Background: an optimization exercise with open tools, aiming at small area and few clock cycles. Do not read the settings as production practice. Where RTL was checked, it was by simulation tests only, not by an equivalence proof against the original.

==> inputs of willow <==
==> flow/design.v (excerpt) <==
module servo_led_command_parser_top (
  input  logic        clk,
  input  logic        rst_n,
  input  logic        in_valid,
  output logic        in_ready,
  input  logic        in_kind,
  input  logic [7:0]  in_byte,
  output logic        out_valid,
  input  logic        out_ready,
  output logic [1:0]  out_action,
  output logic [2:0]  out_channel,
  output logic [23:0] out_payload,
  output logic        out_last,
  input  logic        cfg_we,
  input  logic [1:0]  cfg_index,
  input  logic [15:0] cfg_wdata
);
  slcp_pkg::cfg_t cfg;
  logic        out_mag, out_stop, out_show, push, push_show, push_zero;
  logic [1:0]  push_action;
  logic [2:0]  push_channel;
  logic [23:0] colour;
  slcp_cfg_regs u_cfg (
    .clk       (clk),
    .rst_n     (rst_n),
    .cfg_we    (cfg_we),
    .cfg_index (cfg_index),
    .cfg_wdata (cfg_wdata),
    .cfg       (cfg)
  );
  slcp_parser u_parser (
    .clk          (clk),
    .rst_n        (rst_n),
    .in_valid     (in_valid),
    .in_ready     (in_ready),
    .in_kind      (in_kind),
    .in_byte      (in_byte),
    .cfg          (cfg),
    .out_v        (out_valid),
    .out_mag      (out_mag),
    .out_stop     (out_stop),
    .out_show     (out_show),
    .out_ready    (out_ready),
    .push         (push),
    .push_action  (push_action),
    .push_channel (push_channel),
    .push_show    (push_show),
    .push_zero    (push_zero),
    .colour       (colour)
  );
  slcp_res_queue u_queue (
    .clk          (clk),
    .rst_n        (rst_n),
    .push         (push),
    .push_action  (push_action),
    .push_channel (push_channel),
    .push_show    (push_show),
    .push_zero    (push_zero),
    .colour       (colour),
    .stop_pulse   (cfg.stop_pulse_us),
    .out_mag      (out_mag),
    .out_stop     (out_stop),
    .out_show     (out_show),
    .out_ready    (out_ready),
    .out_valid    (out_valid),
    .out_action   (out_action),
    .out_channel  (out_channel),
    .out_payload  (out_payload),
    .out_last     (out_last)
  );
endmodule
clock: 6.0 ns
lec_check: 0
abc_area: 1
cap_margin: 20
core_margin: 2
core_utilization: 40
cts_buf_list: sky130_fd_sc_hd__clkbuf_8
slew_margin: 20
standard.sh (not shown) runs the stock make flow with config.mk's settings and CLKGATE_MAP_FILE= SYNTH_SCRIPT=/design/flow/synth_recipe.tcl, a recipe that flattens the netlist after the stock synthesis.
==> flow/flow/run.sh <==
#!/bin/bash
# The standard layout (standard.sh, the standard flow's own ORFS flow, synthesis unchanged),
# with plain buf_1 cells as the input and output port buffers, and clock tree
# synthesis with larger sink clusters and no dummy loads.
set -euo pipefail
cd "$(dirname "$0")/.."
bash standard.sh 'BUFFER_PORTS_ARGS=-buffer_cell sky130_fd_sc_hd__buf_1' \
  'CTS_ARGS=-sink_clustering_enable -repair_clock_nets -buf_list sky130_fd_sc_hd__clkbuf_8 -sink_clustering_size 30 -sink_clustering_max_diameter 100 -dont_use_dummy_load' \
  finish > orfs_make.log 2>&1
==> quartz (differences from willow) <==
--- a/flow/design.v
+++ b/flow/design.v
@@ -297,12 +297,11 @@
   assign slot_free_st = !out_v;
   assign mag_free     = !out_mag || out_ready;
   assign mag_free_st  = !out_mag;
   assign process    = v0_r && (!produces || slot_free) && (!wr_mag || mag_free);
   assign process_st = v0_r && (!produces || slot_free_st) && (!wr_mag || mag_free_st);
-  assign in_ready   = !out_stop && !(v0_r && is_tick && stop_fire) &&
-                      (!v0_r || (!v1_r && (process_st || !sens)));
+  assign in_ready   = !out_stop && (!v0_r || (!v1_r && (process_st || !sens)));
   assign load       = in_valid && in_ready;
   assign push         = process && produces;
   assign push_action  = is_tick ? slcp_pkg::ACT_STOP :
                         !fin_ok ? slcp_pkg::ACT_SHOW :
                         is_led  ? slcp_pkg::ACT_COLOUR : slcp_pkg::ACT_PULSE;
==> flow/flow/run.sh (replaced) <==
#!/bin/bash
# The standard layout (standard.sh, the standard flow's own ORFS flow, synthesis unchanged),
# with plain buf_1 cells as the input and output port buffers.
set -euo pipefail
cd "$(dirname "$0")/.."
bash standard.sh 'BUFFER_PORTS_ARGS=-buffer_cell sky130_fd_sc_hd__buf_1' finish > orfs_make.log 2>&1
==> delta (differences from willow) <==
--- a/flow/design.v
+++ b/flow/design.v
@@ -90,18 +90,18 @@
   logic [1:0]  mode_r;
   logic [2:0]  phase_r;
   logic [2:0]  idx_r;
   logic        neg_r, zf_r;
   logic [23:0] lo_r;
-  logic        unz_r, u3_r, tnz_r;
+  logic        unz_r, u3_r, tnz_r, t7_r;
   logic [15:0] idle_r;
   logic [1:0]  mode_n;
   logic [2:0]  phase_n;
   logic [2:0]  idx_n;
   logic        neg_n, zf_n;
   logic [23:0] lo_n;
-  logic        unz_n, u3_n, tnz_n;
+  logic        unz_n, u3_n, tnz_n, t7_n;
   logic [15:0] idle_n;
   logic        is_led, is_servo, is_tick, is_dig, dok, is_term, is_close;
   logic [3:0]  dval;
   logic [19:0] s_acc;
   logic [15:0] idle_inc, lo_b;
@@ -162,39 +162,18 @@
   assign fin_ok   = servo_ok || (is_led && idx_r < 3'd6);
   logic [24:0] nz;
   always_comb begin
     nz[0] = 1'b0;
     for (int i = 0; i < 24; i++) begin
-      colour[i] = lo_r[i] ^ (neg_r & nz[i]);
+      colour[i] = t7_r ? !neg_r : (lo_r[i] ^ (neg_r & nz[i]));
       nz[i+1]   = nz[i] | lo_r[i];
     end
   end
   logic        s_big;
   assign lo_b  = lo_r[15:0] & {16{!zf_r}};
-  logic [14:0] sa, sb;
-  logic [8:0]  cl;
-  logic [7:0]  c0, c1;
-  logic [6:0]  h0, h1;
-  assign sa = {lo_b[12:0], dval[2] | dval[3], dval[1] | dval[3]};
-  assign sb = lo_b[14:0];
-  always_comb begin
-    cl[0] = dval[3];
-    for (int i = 0; i < 8; i++) begin
-      s_acc[i] = sa[i] ^ sb[i] ^ cl[i];
-      cl[i+1]  = (sa[i] & sb[i]) | (sa[i] & cl[i]) | (sb[i] & cl[i]);
-    end
-    c0[0] = 1'b0;
-    c1[0] = 1'b1;
-    for (int i = 0; i < 7; i++) begin
-      h0[i]   = sa[i+8] ^ sb[i+8] ^ c0[i];
-      c0[i+1] = (sa[i+8] & sb[i+8]) | (sa[i+8] & c0[i]) | (sb[i+8] & c0[i]);
-      h1[i]   = sa[i+8] ^ sb[i+8] ^ c1[i];
-      c1[i+1] = (sa[i+8] & sb[i+8]) | (sa[i+8] & c1[i]) | (sb[i+8] & c1[i]);
-    end
-    s_acc[14:8] = cl[8] ? h1 : h0;
-    s_acc[19:15] = 5'd0;
-  end
+  assign s_acc = {2'b00, lo_b, dval[2] | dval[3], dval[1] | dval[3]} +
+                 {4'd0, lo_b} + {19'd0, dval[3]};
   assign s_big = (lo_b > 16'd6553) || (lo_b == 16'd6553 && dval > 4'd5);
   always_comb begin
     mode_n  = mode_r;
     phase_n = phase_r;
     idx_n   = idx_r;
@@ -269,21 +248,26 @@
   always_comb begin
     lo_n  = lo_r;
     unz_n = unz_r;
     u3_n  = u3_r;
     tnz_n = tnz_r;
+    t7_n  = t7_r;
     if (is_led) begin
-      if ((tnz_r || u3_r) && !zf_r) begin
-        lo_n  = {24{!neg_r}};
-        tnz_n = 1'b1;
+      if (tnz_r && !zf_r) begin
+        lo_n  = 24'hFFFFFF;
+        unz_n = 1'b1;
+        u3_n  = 1'b1;
+        t7_n  = 1'b1;
       end else begin
         lo_n  = {lo_r[19:0] & {20{!zf_r}}, dval};
         unz_n = (lo_r[23:20] != 4'd0) && !zf_r;
         u3_n  = lo_r[23] && !zf_r;
         tnz_n = unz_r && !zf_r;
+        t7_n  = u3_r && !zf_r;
       end
     end else begin
+      t7_n = 1'b0;
       if (tnz_r && !zf_r) begin
         lo_n = lo_r;
       end else begin
         tnz_n = s_big;
         lo_n  = {8'd0, s_acc[14:0], dval[0]};
@@ -297,12 +281,11 @@
   assign slot_free_st = !out_v;
   assign mag_free     = !out_mag || out_ready;
   assign mag_free_st  = !out_mag;
   assign process    = v0_r && (!produces || slot_free) && (!wr_mag || mag_free);
   assign process_st = v0_r && (!produces || slot_free_st) && (!wr_mag || mag_free_st);
-  assign in_ready   = !out_stop && !(v0_r && is_tick && stop_fire) &&
-                      (!v0_r || (!v1_r && (process_st || !sens)));
+  assign in_ready   = !out_stop && (!v0_r || (!v1_r && (process_st || !sens)));
   assign load       = in_valid && in_ready;
   assign push         = process && produces;
   assign push_action  = is_tick ? slcp_pkg::ACT_STOP :
                         !fin_ok ? slcp_pkg::ACT_SHOW :
                         is_led  ? slcp_pkg::ACT_COLOUR : slcp_pkg::ACT_PULSE;
@@ -341,10 +324,11 @@
     if (process && acc) begin
       lo_r  <= lo_n;
       unz_r <= unz_n;
       u3_r  <= u3_n;
       tnz_r <= tnz_n;
+      t7_r  <= t7_n;
     end
   end
 endmodule
 `timescale 1ns / 1ps
 module slcp_res_queue (
==> flow/run.sh (new file) <==
#!/bin/bash
# synth_recipe.tcl (not shown) runs the flow's synth.tcl, then flattens the netlist and writes it again
# the make line also repeats each setting of config.mk as NAME=value (left out here)
make -C /OpenROAD-flow-scripts/flow DESIGN_CONFIG=/design/flow/config.mk WORK_HOME=/design/flow/orfs CLKGATE_MAP_FILE= SYNTH_SCRIPT=/design/flow/synth_recipe.tcl finish
- ABC_AREA: 1 -> unset
- CTS_BUF_LIST: sky130_fd_sc_hd__clkbuf_8 -> unset
removed: flow/flow/run.sh
removed: flow/standard.sh
==> impl_results.md <==
- DPL Wire Length: 15100 um
- Die footprint: 21800 um^2
- Post-synth EDFFs: 116
- # nets final: 1110
- Post-Synth Adder-Cell Area: 6.20%
- Die Wd: 148 um
- Most frequent cells in the layout: 187 x nand2_1, 178 x inv_1, 116 x edfxtp_1, 91 x nor2_1, 62 x buf_1
- Met2 usage: 31.6%
- Area grow syn2layout: 9.75%
- Status: complete, no violations
- Crit path buffers/inverters: 6
The numbers above come from willow.

==> impl_results.md <==
- Status: complete, no violations
- Post-Synth Simple-Gate Area: 19.7%
- Post-synthesis mux area share: 0%
- Die footprint: 21600 um^2
- Most frequent cells in the layout: 182 x nand2_1, 171 x inv_1, 116 x edfxtp_1, 89 x nor2_1, 69 x o21ai_0
- Crit path buffers/inverters: 6
- Area grow syn2layout: 12.1%
- Met2 usage: 31.6%
- Post-Synth Adder-Cell Area: 6.23%
- Die Wd: 147 um
- DPL Wire Length: 15100 um
The numbers above come from quartz.

==> impl_results.md <==
- Most frequent cells in the layout: 117 x edfxtp_1, 92 x nor2_1, 63 x clkdlybuf4s50_1, 56 x nand2_1, 54 x inv_1
- Reg2reg setup slack: 2.08 ns
- CP Depth: 9
- DPL Wire Length: 16900 um
- Met2 usage: 33.8%
- Utilization after layout: 48.1%
- Clock root cell: clkbuf_16
- Status: complete, no violations
- Die footprint: 22900 um^2
- Post-Synth Adder-Cell Area: 5.83%
- Synth top area cells: edfxtp_1 40%, ha_1 4.9%, dfxtp_1 4.8%
- Die Wd: 151 um
- Synth unique cells: 89
- Worst hold path depth: 2
- Fraction of area in multi-input gates: 42.8%
- # nets final: 1017
- Crit path buffers/inverters: 1
The numbers above come from delta.

Testbench counts of willow, summed over its fixed seeds: cycles 87,109.
For quartz and delta, only the layout was checked, not whether the RTL still works.

==> port drivers added, routing unchanged <==
The results above use ideal ports. As a check the final layouts listed here were re-extracted and re-timed, cells and wires unchanged.
Step 1: set_driving_cell puts a clkbuf_16 on clk and a buf_2 on each other input, an assumption about the parent block.
Step 2 moves the port delays by t, midway between the first and last clock arrival at a register: inputs arrive t later, outputs are due t later. That takes back most of the time a late clock gives input paths.
Three values: no drivers, after step 1, after step 2; two values: the first two.
run | t (ns) | setup WS [ns] | cell pins on the clock port's net
willow | 0.471 | 0.399 / 0.399 / 0.399 | 1
quartz | 0.490 | 0.442 / 0.442 / 0.442 | 1
delta | 0.469 | 0.896 / 0.848 / 1.316 | 1
After both steps setup and hold are still met in every run listed.
